Background: an optimization exercise with open tools, aiming at small area. Do not read the settings as production practice. Function was checked by simulation only, so behaviour that the tests miss may differ from the original. Power is estimated from default activity; no workload was simulated.

Design pixel_generator, start of the top module:
module pixel_generator (
    input  logic                            out_stream_aclk,
    input  logic                            periph_resetn,
    output logic [32-1:0]       out_stream_tdata,
    output logic [32/8-1:0]     out_stream_tkeep,
    output logic                            out_stream_tlast,
    input  logic                            out_stream_tready,
    output logic                            out_stream_tvalid,
    output logic [0:0]                      out_stream_tuser,
    input  logic [8-1:0]  s_axi_lite_araddr,
    output logic                            s_axi_lite_arready,
    input  logic                            s_axi_lite_arvalid,
    input  logic [8-1:0]  s_axi_lite_awaddr,
    output logic                            s_axi_lite_awready,
    input  logic                            s_axi_lite_awvalid,
    input  logic                            s_axi_lite_bready,
    output logic [1:0]                      s_axi_lite_bresp,
    output logic                            s_axi_lite_bvalid,
    output logic [32-1:0]       s_axi_lite_rdata,
    input  logic                            s_axi_lite_rready,
    output logic [1:0]                      s_axi_lite_rresp,
    output logic                            s_axi_lite_rvalid,
    input  logic [32-1:0]       s_axi_lite_wdata,
    output logic                            s_axi_lite_wready,
  ...
Size in the first run: ~620 cells after synthesis, roughly 140 I/O pins.
export LEC_CHECK = 0
export CAP_MARGIN = 20
export CORE_MARGIN = 2
export CORE_UTILIZATION = 60
export PLACE_DENSITY = 0.75
export SLEW_MARGIN = 20
create_clock -name core_clock -period 5.0 [get_ports {out_stream_aclk}]
standard.sh (not shown) runs the stock make flow with config.mk's settings and CLKGATE_MAP_FILE= SYNTH_SCRIPT=/design/flow/synth_recipe.tcl, a recipe that flattens the netlist after the stock synthesis.
==> flow/flow/run.sh <==
#!/bin/bash
# Standard layout, with small port buffers and a leaner clock tree.
set -euo pipefail
export BUFFER_PORTS_ARGS="-buffer_cell sky130_fd_sc_hd__buf_1"
export CTS_ARGS="-sink_clustering_enable -repair_clock_nets -dont_use_dummy_load -buf_list sky130_fd_sc_hd__clkbuf_8 -sink_clustering_size 20 -sink_clustering_max_diameter 50"
bash standard.sh > standard.log 2>&1
The starting point finished with timing, DRC and antenna clean.
==> next run, changes <==
==> flow/flow/run.sh (replaced) <==
#!/bin/bash
# Standard layout, with small port buffers and a leaner clock tree.
set -euo pipefail
export BUFFER_PORTS_ARGS="-buffer_cell sky130_fd_sc_hd__buf_1"
export CTS_ARGS="-sink_clustering_enable -repair_clock_nets -dont_use_dummy_load -buf_list sky130_fd_sc_hd__clkbuf_16 -sink_clustering_size 32 -sink_clustering_max_diameter 60"
bash standard.sh > standard.log 2>&1
=>
- worst hold slack got worse by 7.9 ps
- worst setup slack improved by 35 ps
- sequential share of layout area goes down by 0.61 points
- first-iteration DRC count goes down by 17%
- sequential cell count stays the same
- via count goes down by 1.1%
- design area goes up by 0.85%
- wire length goes up by 0.82%
- fmax goes up by 0.95%
- die area is unchanged
- count of clock-buffer cells in the layout goes down by 6

========
## job 7813
Another version of the RTL of pixel_generator (not shown whole).
Size: ~460 cells after synthesis.
export LEC_CHECK = 0
export CAP_MARGIN = 20
export CORE_MARGIN = 2
export CORE_UTILIZATION = 60
export PLACE_DENSITY = 0.75
export SLEW_MARGIN = 20
create_clock -name core_clock -period 5.0 [get_ports {out_stream_aclk}]
==> flow/flow/run.sh <==
#!/bin/bash
# The standard layout, with three changes:
#  - after the standard synthesis, the combinational logic between the
#    flip-flops is re-mapped for area (flow/remap.tcl); flip-flops and tie
#    cells stay exactly as the standard synthesis made them;
#  - ports are buffered with the smallest buffer, sky130_fd_sc_hd__buf_1;
#  - a leaner clock tree (small buffers, no dummy loads), and one tie cell
#    per constant instead of one per load.
# Each tool's output goes to a log file of its own in this folder.
set -euo pipefail
export BUFFER_PORTS_ARGS="-buffer_cell sky130_fd_sc_hd__buf_1"
export CTS_ARGS="-sink_clustering_enable -repair_clock_nets -dont_use_dummy_load -buf_list sky130_fd_sc_hd__clkbuf_4 -sink_clustering_size 12 -sink_clustering_max_diameter 40"
export SKIP_REPAIR_TIE_FANOUT=1
bash standard.sh synth > synth.log 2>&1
R=orfs/results/$FLOW_PLATFORM/pixel_generator/base
cp $R/1_2_yosys.v standard_synth.v
REMAP_LIB=$FLOW_HOME/platforms/$FLOW_PLATFORM/lib/sky130_fd_sc_hd__tt_025C_1v80.lib \
REMAP_IN=standard_synth.v REMAP_OUT=remapped.v REMAP_KEEP=flow/seq_cells.txt REMAP_DIR=. \
  yosys -c flow/remap.tcl > remap.log 2>&1
cp remapped.v $R/1_2_yosys.v
rm -f $R/1_synth.odb $R/1_synth.sdc
bash standard.sh > standard.log 2>&1
==> flow/flow/remap.tcl <==
# Re-map the standard synthesis's combinational logic for area with ABC's
# default script. Flip-flops and tie cells are kept as they are (same
# instances, names and cell types); only the logic between them is redone.
yosys -import
set lib $::env(REMAP_LIB)
set fin $::env(REMAP_IN)
set fout $::env(REMAP_OUT)
read_liberty -ignore_miss_func $lib
read_verilog $fin
hierarchy -top $::env(FLOW_TOP)
set fh [open $::env(REMAP_KEEP) r]
foreach c [split [read $fh] "\n"] {
  if {$c ne ""} { setattr -mod -set keep_hierarchy 1 $c }
}
close $fh
setattr -mod -set keep_hierarchy 1 sky130_fd_sc_hd__conb_1
tee -o $::env(REMAP_DIR)/remap_before.txt stat -liberty $lib
flatten
opt_clean
abc -liberty $lib -dont_use sky130_fd_sc_hd__probe* -dont_use sky130_fd_sc_hd__lpflow*
opt_clean -purge
hilomap -singleton -hicell sky130_fd_sc_hd__conb_1 HI -locell sky130_fd_sc_hd__conb_1 LO
opt_clean -purge
tee -o $::env(REMAP_DIR)/remap_after.txt stat -liberty $lib
select -module $::env(FLOW_TOP)
write_verilog -noattr -nohex -nodec -selected $fout
Other scripts of this flow, unchanged in this note and not shown: flow/flow/seq_cells.txt
What job 8175 does differently from job 7813 at the input level:
diff --git a/flow/flow/remap.tcl b/flow/flow/remap.tcl
--- a/flow/flow/remap.tcl
+++ b/flow/flow/remap.tcl
@@ -1,4 +1,5 @@
-# Re-map the standard synthesis's combinational logic for area with ABC's
-# default script. Flip-flops and tie cells are kept as they are (same
-# instances, names and cell types); only the logic between them is redone.
+# Re-map the standard synthesis's combinational logic for area: AIG
+# rewriting (resyn2), choice computation and ABC's area-oriented mapper.
+# Flip-flops and tie cells are kept as they are (same instances, names and
+# cell types); only the logic between them is redone.
 yosys -import
@@ -19,3 +20,5 @@
 opt_clean
-abc -liberty $lib -dont_use sky130_fd_sc_hd__probe* -dont_use sky130_fd_sc_hd__lpflow*
+set r2 "balance;rewrite;refactor;balance;rewrite;rewrite,-z;balance;refactor,-z;rewrite,-z;balance"
+abc -liberty $lib -dont_use sky130_fd_sc_hd__probe* -dont_use sky130_fd_sc_hd__lpflow* \
+  -script "+strash;$r2;dch,-f;amap;topo"
 opt_clean -purge
==> results.txt <==
Result for job 8175 and job 7813: all clean. The post-layout minimum cycle time number comes out lower for job 7813 vs job 8175. Going from job 7813 to job 8175, area of combinational cells with multiple inputs fell by 350 um2, global-route usage stayed essentially flat, wire length fell by 2.2%, synthesized cell count rose by 10. Compared job 7813 against job 8175; clock-net power within noise.

## port drivers added, routing unchanged
The flow's constraints put no driver on any port. The routed layouts listed below were extracted and timed again, unchanged, in two steps. Step 1 (the two cells are an assumption about what drives the block):
set clk [get_ports {out_stream_aclk}]
set_driving_cell -lib_cell sky130_fd_sc_hd__clkbuf_16 $clk
set_driving_cell -lib_cell sky130_fd_sc_hd__buf_2 [delete_from_list [all_inputs] $clk]
Step 2 adds t to the input delays and takes it off the output delays; t is the mean of the earliest and latest rising clock arrival at the registers after step 1. Input paths then give back, and output paths get back, about the clock's delay inside the block. a / b / c = ideal / step 1 / step 2; a / b = the first two.
run | shift t [ns] | setup WS [ns] | worst setup path after step 2 | worst slew at a driven data input, ns
the first run of note 1 | 0.514 | 1.267 / 1.232 / 1.746 | register to output | 0.05
the second run of note 1 | 0.491 | 1.302 / 1.262 / 1.753 | register to output | 0.05
job 7813 | 0.602 | 1.717 / 1.694 / 1.531 | input to register | 0.05
job 8175 | 0.615 | 1.483 / 1.453 / 1.342 | input to register | 0.05
After both steps every run listed still meets setup and hold. The setup slack of job 7813, which loses most, moves by -0.023 ns with the drivers and by -0.186 ns with both steps.
